This design comes from an exercise in tuning for small area on the open sky130 flow, not from production work.
Only simulation tests tie the RTL to the original design; equivalence was not proved.
Power figures rest on the tool's default switching activity, not on a simulated workload.

==> flow/design.v <==
`timescale 1ns/1ns
`default_nettype none
module cmd_analysis_top (
  input  logic         clk,
  input  logic         rst_n,
  input  logic         wb_cyc,
  input  logic         wb_stb,
  input  logic         wb_we,
  input  logic [127:0] wb_dat_w,
  output logic         wb_ack,
  input  logic [2:0]   fifo_addr,
  input  logic         pop,
  output logic         fifo_empty,
  output logic [127:0] cmd_out,
  output logic         controller_idle
);
  localparam int NS = 24;    
  localparam int DW = 124;   
  localparam int NF = 8;
  localparam logic [NS-1:0] INS = NS'((1 << 0) | (1 << 3) | (1 << 6) | (1 << 9) |
                                      (1 << 12) | (1 << 15) | (1 << 18) | (1 << 21));
  localparam logic [NS-1:0] POL = NS'(24'b111000111000111000111000);
  logic [1:0]    ph;         
  logic          pend;       
  logic [DW-1:0] cap_data;
  logic [2:0]    cap_fifo;
  logic [1:0]    cap_seq;
  logic [DW-1:0] r_data [0:NS-1];
  logic [NS-1:0] r_valid;
  logic [2:0]    r_fifo [0:NS-1];
  logic [1:0]    r_seq  [0:NS-1];
  logic [2:0]    cnt  [0:NF-1];   
  logic [NF-1:0] hh;              
  logic [1:0]    hseq [0:NF-1];   
  logic       op_erase;
  logic       known;
  logic [2:0] dec_target;
  logic [2:0] dec_other;
  logic       any_af;
  logic       accept;
  logic [DW-1:0] dec_data;
  assign op_erase   = wb_dat_w[127] & wb_dat_w[126];
  assign known      = !(wb_dat_w[127] & !wb_dat_w[126]);
  assign dec_target = op_erase ? wb_dat_w[2:0]   : wb_dat_w[66:64];
  assign dec_other  = op_erase ? wb_dat_w[66:64] : wb_dat_w[2:0];
  assign dec_data   = {wb_dat_w[127:81], wb_dat_w[79:67], dec_other, wb_dat_w[63:3]};
  always_comb
  begin
    any_af = 1'b0;
    for (int f = 0; f < NF; f++)
      any_af = any_af | (cnt[f][2] & cnt[f][1]);
  end
  assign accept = wb_cyc && wb_stb && wb_we && (ph == 2'd0) && !any_af && !wb_ack;
  logic [2:0] t_cnt;
  logic       t_hh;
  logic [1:0] t_n;
  assign t_cnt = cnt[dec_target];
  assign t_hh  = hh[dec_target];
  assign t_n   = 2'((4'(t_cnt) + 4'(t_hh) + 4'd1) >> 1);
  logic [1:0]    a_hseq;
  logic          a_hh;
  logic          a_nonempty;
  logic [NS-1:0] match;
  logic          cap_match;
  logic [DW-1:0] rd;
  logic          pop_ok;
  logic          free_any;
  assign a_hseq     = hseq[fifo_addr];
  assign a_hh       = hh[fifo_addr];
  assign a_nonempty = cnt[fifo_addr] != 3'd0;
  assign pop_ok     = pop && a_nonempty;
  assign free_any   = pop_ok && a_hh;   
  always_comb
  begin
    for (int p = 0; p < NS; p++)
      match[p] = r_valid[p] && (r_fifo[p] == fifo_addr) && (r_seq[p] == a_hseq);
    cap_match = pend && (cap_fifo == fifo_addr) && (cap_seq == a_hseq);
  end
  logic [1:0] o_op;
  logic       o_erase;
  logic [2:0] o_other;
  assign o_op    = rd[123:122];
  assign o_erase = o_op[1] & o_op[0];
  assign o_other = rd[63:61];
  assign cmd_out = {rd[123:77], a_hh, rd[76:64],
                    o_erase ? o_other : fifo_addr,
                    rd[60:0],
                    o_erase ? fifo_addr : o_other};
  assign fifo_empty = !a_nonempty;
  logic [NS-1:0] ins;
  logic          inserted;
  logic          free_cap;
  assign free_cap = free_any && cap_match;
  logic [NS-1:0] freeing;   
  logic [NS-1:0] keep;      
  assign freeing = {NS{free_any}} & match;
  assign keep    = r_valid & ~freeing;
  logic [NS-1:0] ins_free;
  logic          any_free;
  always_comb
  begin
    logic taken;
    taken    = 1'b0;
    ins_free = '0;
    for (int p = 0; p < NS; p++)
      if (INS[p])
      begin
        ins_free[p] = !taken && !r_valid[(p + NS - 1) % NS];
        taken       = taken | ins_free[p];
      end
    any_free = taken;
    ins      = '0;
    for (int p = 0; p < NS; p++)
      if (INS[p])
        ins[p] = pend && (ins_free[p] || (!any_free && freeing[(p + NS - 1) % NS]));
    inserted = |ins;
  end
  logic [NS-1:0] col   [0:DW-1];
  logic [NS-1:0] col_d [0:DW-1];
  logic [DW-1:0] ins_d [0:NS-1];
  always_comb
    for (int b = 0; b < DW; b++)
      for (int p = 0; p < NS; p++)
      begin
        col[b][p]   = r_data[p][b];
        ins_d[p][b] = col_d[b][p];
      end
  for (genvar b = 0; b < DW; b++)
  begin : g_bit
    cmd_rd_bit #(.NS(NS), .POL(POL)) u_rd (
      .d    (col[b]),
      .m    (match),
      .mn   (~match),
      .c    (cap_data[b]),
      .cm   (cap_match),
      .y    (rd[b])
    );
    cmd_ins_bit #(.NS(NS), .POL(POL), .INS(INS)) u_ins (
      .d    (col[b]),
      .k    (keep),
      .kn   (~keep),
      .i    (ins),
      .in_n (~ins),
      .c    (cap_data[b]),
      .cn   (!cap_data[b]),
      .nd   (col_d[b])
    );
  end
  always_ff @(posedge clk)
  begin
    for (int p = 0; p < NS; p++)
    begin
      if (INS[p])
      begin
        r_data[p] <= ins_d[p];
        r_fifo[p] <= ({3{keep[(p + NS - 1) % NS]}} & r_fifo[(p + NS - 1) % NS]) |
                     ({3{ins[p]}} & cap_fifo);
        r_seq[p]  <= ({2{keep[(p + NS - 1) % NS]}} & r_seq[(p + NS - 1) % NS]) |
                     ({2{ins[p]}} & cap_seq);
      end
      else
      begin
        r_data[p] <= r_data[(p + NS - 1) % NS];
        r_fifo[p] <= r_fifo[(p + NS - 1) % NS];
        r_seq[p]  <= r_seq[(p + NS - 1) % NS];
      end
    end
  end
  always_ff @(posedge clk or negedge rst_n)
  begin
    if (!rst_n)
      r_valid <= '0;
    else
      for (int p = 0; p < NS; p++)
        if (ins[p])
          r_valid[p] <= !free_cap;
        else
          r_valid[p] <= keep[(p + NS - 1) % NS];
  end
  logic cap_hold;
  assign cap_hold = pend && !inserted && !free_cap;
  always_ff @(posedge clk)
    cap_data <= ({DW{cap_hold}} & cap_data) | ({DW{accept}} & dec_data);
  always_ff @(posedge clk)
  begin
    if (accept)
    begin
      cap_fifo <= dec_target;
      cap_seq  <= hseq[dec_target] + t_n;
    end
  end
  always_ff @(posedge clk or negedge rst_n)
  begin
    if (!rst_n)
    begin
      wb_ack <= 1'b0;
      ph     <= 2'd0;
      pend   <= 1'b0;
    end
    else
    begin
      wb_ack <= accept;
      if (accept)
        ph <= known ? 2'd1 : 2'd0;
      else if (ph != 2'd0)
        ph <= ph + 2'd1;
      if (accept && known)
        pend <= 1'b1;
      else if (inserted || free_cap)
        pend <= 1'b0;
    end
  end
  always_ff @(posedge clk or negedge rst_n)
  begin
    if (!rst_n)
    begin
      for (int f = 0; f < NF; f++)
      begin
        cnt[f]  <= 3'd0;
        hseq[f] <= 2'd0;
      end
      hh <= '0;
    end
    else
    begin
      for (int f = 0; f < NF; f++)
      begin
        logic push_f;
        logic pop_f;
        push_f = ph[1] && (cap_fifo == 3'(f));
        pop_f  = pop_ok && (fifo_addr == 3'(f));
        if (push_f && !pop_f)
          cnt[f] <= cnt[f] + 3'd1;
        else if (pop_f && !push_f)
          cnt[f] <= cnt[f] - 3'd1;
        if (pop_f)
        begin
          hh[f] <= !hh[f];
          if (hh[f])
            hseq[f] <= hseq[f] + 2'd1;
        end
      end
    end
  end
  always_ff @(posedge clk or negedge rst_n)
  begin
    if (!rst_n)
      controller_idle <= 1'b0;
    else
    begin
      logic all_empty;
      all_empty = 1'b1;
      for (int f = 0; f < NF; f++)
        all_empty = all_empty & (cnt[f] == 3'd0);
      controller_idle <= all_empty;
    end
  end
endmodule
module cmd_rd_bit #(
  parameter int            NS  = 24,
  parameter logic [NS-1:0] POL = '0
) (
  input  logic [NS-1:0] d,      
  input  logic [NS-1:0] m,      
  input  logic [NS-1:0] mn,
  input  logic          c,      
  input  logic          cm,     
  output logic          y
);
  always_comb
  begin
    y = c & cm;
    for (int p = 0; p < NS; p++)
      if (POL[p])
        y = y | !(mn[p] | d[p]);
      else
        y = y | (m[p] & d[p]);
  end
endmodule
module cmd_ins_bit #(
  parameter int            NS  = 24,
  parameter logic [NS-1:0] POL = '0,
  parameter logic [NS-1:0] INS = '0
) (
  input  logic [NS-1:0] d,      
  input  logic [NS-1:0] k,      
  input  logic [NS-1:0] kn,
  input  logic [NS-1:0] i,      
  input  logic [NS-1:0] in_n,
  input  logic          c,      
  input  logic          cn,
  output logic [NS-1:0] nd      
);
  always_comb
    for (int p = 0; p < NS; p++)
      if (!INS[p])
        nd[p] = 1'b0;
      else if (POL[p])
        nd[p] = !((d[(p + NS - 1) % NS] & k[(p + NS - 1) % NS]) | (c & i[p]));
      else
        nd[p] = !((d[(p + NS - 1) % NS] | kn[(p + NS - 1) % NS]) & (cn | in_n[p]));
endmodule
`default_nettype wire
export LEC_CHECK = 0
export CAP_MARGIN = 20
export CORE_MARGIN = 2
export CORE_UTILIZATION = 85
export CTS_BUF_LIST = sky130_fd_sc_hd__clkbuf_16
export CTS_CLUSTER_DIAMETER = 80
export CTS_CLUSTER_SIZE = 30
export SLEW_MARGIN = 20
export SYNTH_HIERARCHICAL = 1
export SYNTH_MINIMUM_KEEP_SIZE = 0
create_clock -name core_clock -period 10.0 [get_ports {clk}]
standard.sh (not shown) runs the stock make flow with config.mk's settings and CLKGATE_MAP_FILE= SYNTH_SCRIPT=/design/flow/synth_recipe.tcl, a recipe that flattens the netlist after the stock synthesis.
==> flow/flow/run.sh <==
#!/bin/bash
# The standard layout, with the port buffers made from the smallest
# buffer cell instead of the one buffer_ports picks by default.
set -euo pipefail
bash standard.sh "BUFFER_PORTS_ARGS=-buffer_cell sky130_fd_sc_hd__buf_1" finish > standard.log 2>&1
Rerun with:
--- a/flow/design.v
+++ b/flow/design.v
@@ -177,12 +177,23 @@
         else
           r_valid[p] <= keep[(p + NS - 1) % NS];
   end
   logic cap_hold;
   assign cap_hold = pend && !inserted && !free_cap;
+  logic [DW-1:0] cap_next;
+  for (genvar b = 0; b < DW; b++)
+  begin : g_cap
+    cmd_cap_bit u_cap (
+      .q (cap_data[b]),
+      .h (cap_hold),
+      .d (dec_data[b]),
+      .a (accept),
+      .y (cap_next[b])
+    );
+  end
   always_ff @(posedge clk)
-    cap_data <= ({DW{cap_hold}} & cap_data) | ({DW{accept}} & dec_data);
+    cap_data <= cap_next;
   always_ff @(posedge clk)
   begin
     if (accept)
     begin
       cap_fifo <= dec_target;
@@ -298,6 +309,15 @@
       else if (POL[p])
         nd[p] = !((d[(p + NS - 1) % NS] & k[(p + NS - 1) % NS]) | (c & i[p]));
       else
         nd[p] = !((d[(p + NS - 1) % NS] | kn[(p + NS - 1) % NS]) & (cn | in_n[p]));
 endmodule
+module cmd_cap_bit (
+  input  logic q,
+  input  logic h,
+  input  logic d,
+  input  logic a,
+  output logic y
+);
+  assign y = (q & h) | (d & a);
+endmodule
 `default_nettype wire
Wire length goes up by 5.0%.
Clock-buffer cell count went up by 1.
Fmax came out lower by 3.6%.
Via count rises by 3.3%.
Hold slack improves by 0.015 ns.
Final cell count came out higher by 0.74%.
Utilization rises by 1.0 points.
Combinational power shrinks by 36%.
Area after synthesis barely changes.
Worst setup slack gets worse by 0.35 ns.
Synthesized cell count grows by 0.34%.

==> what the ideal ports hide <==
Ports are ideal in the flow. The routed layouts listed here were re-timed in OpenROAD.
Step 1 sets driving cells, clkbuf_16 on the clock port and buf_2 on the other inputs (assumed; they add their load-dependent delay and slew).
Step 2 times the ports against the registers' clock, not the clock port: input delays grow and output delays shrink by t, the midpoint of the rising clock arrivals with the driver on.
Three values: no drivers, after step 1, after step 2; two values: the first two.
| run | shift t [ns] | setup slack, ns | hold WS [ns] |
|---|---|---|---|
| the first run | 0.887 | 0.641 / 0.616 / 0.616 | 0.327 / 0.327 / 0.327 |
| the second run | 0.889 | 0.288 / 0.255 / 0.255 | 0.341 / 0.341 / 0.341 |
After both steps setup and hold are still met in every run listed. For the second run, which loses most, drivers alone change the setup slack by -0.033 ns; drivers and shift together by -0.033 ns.
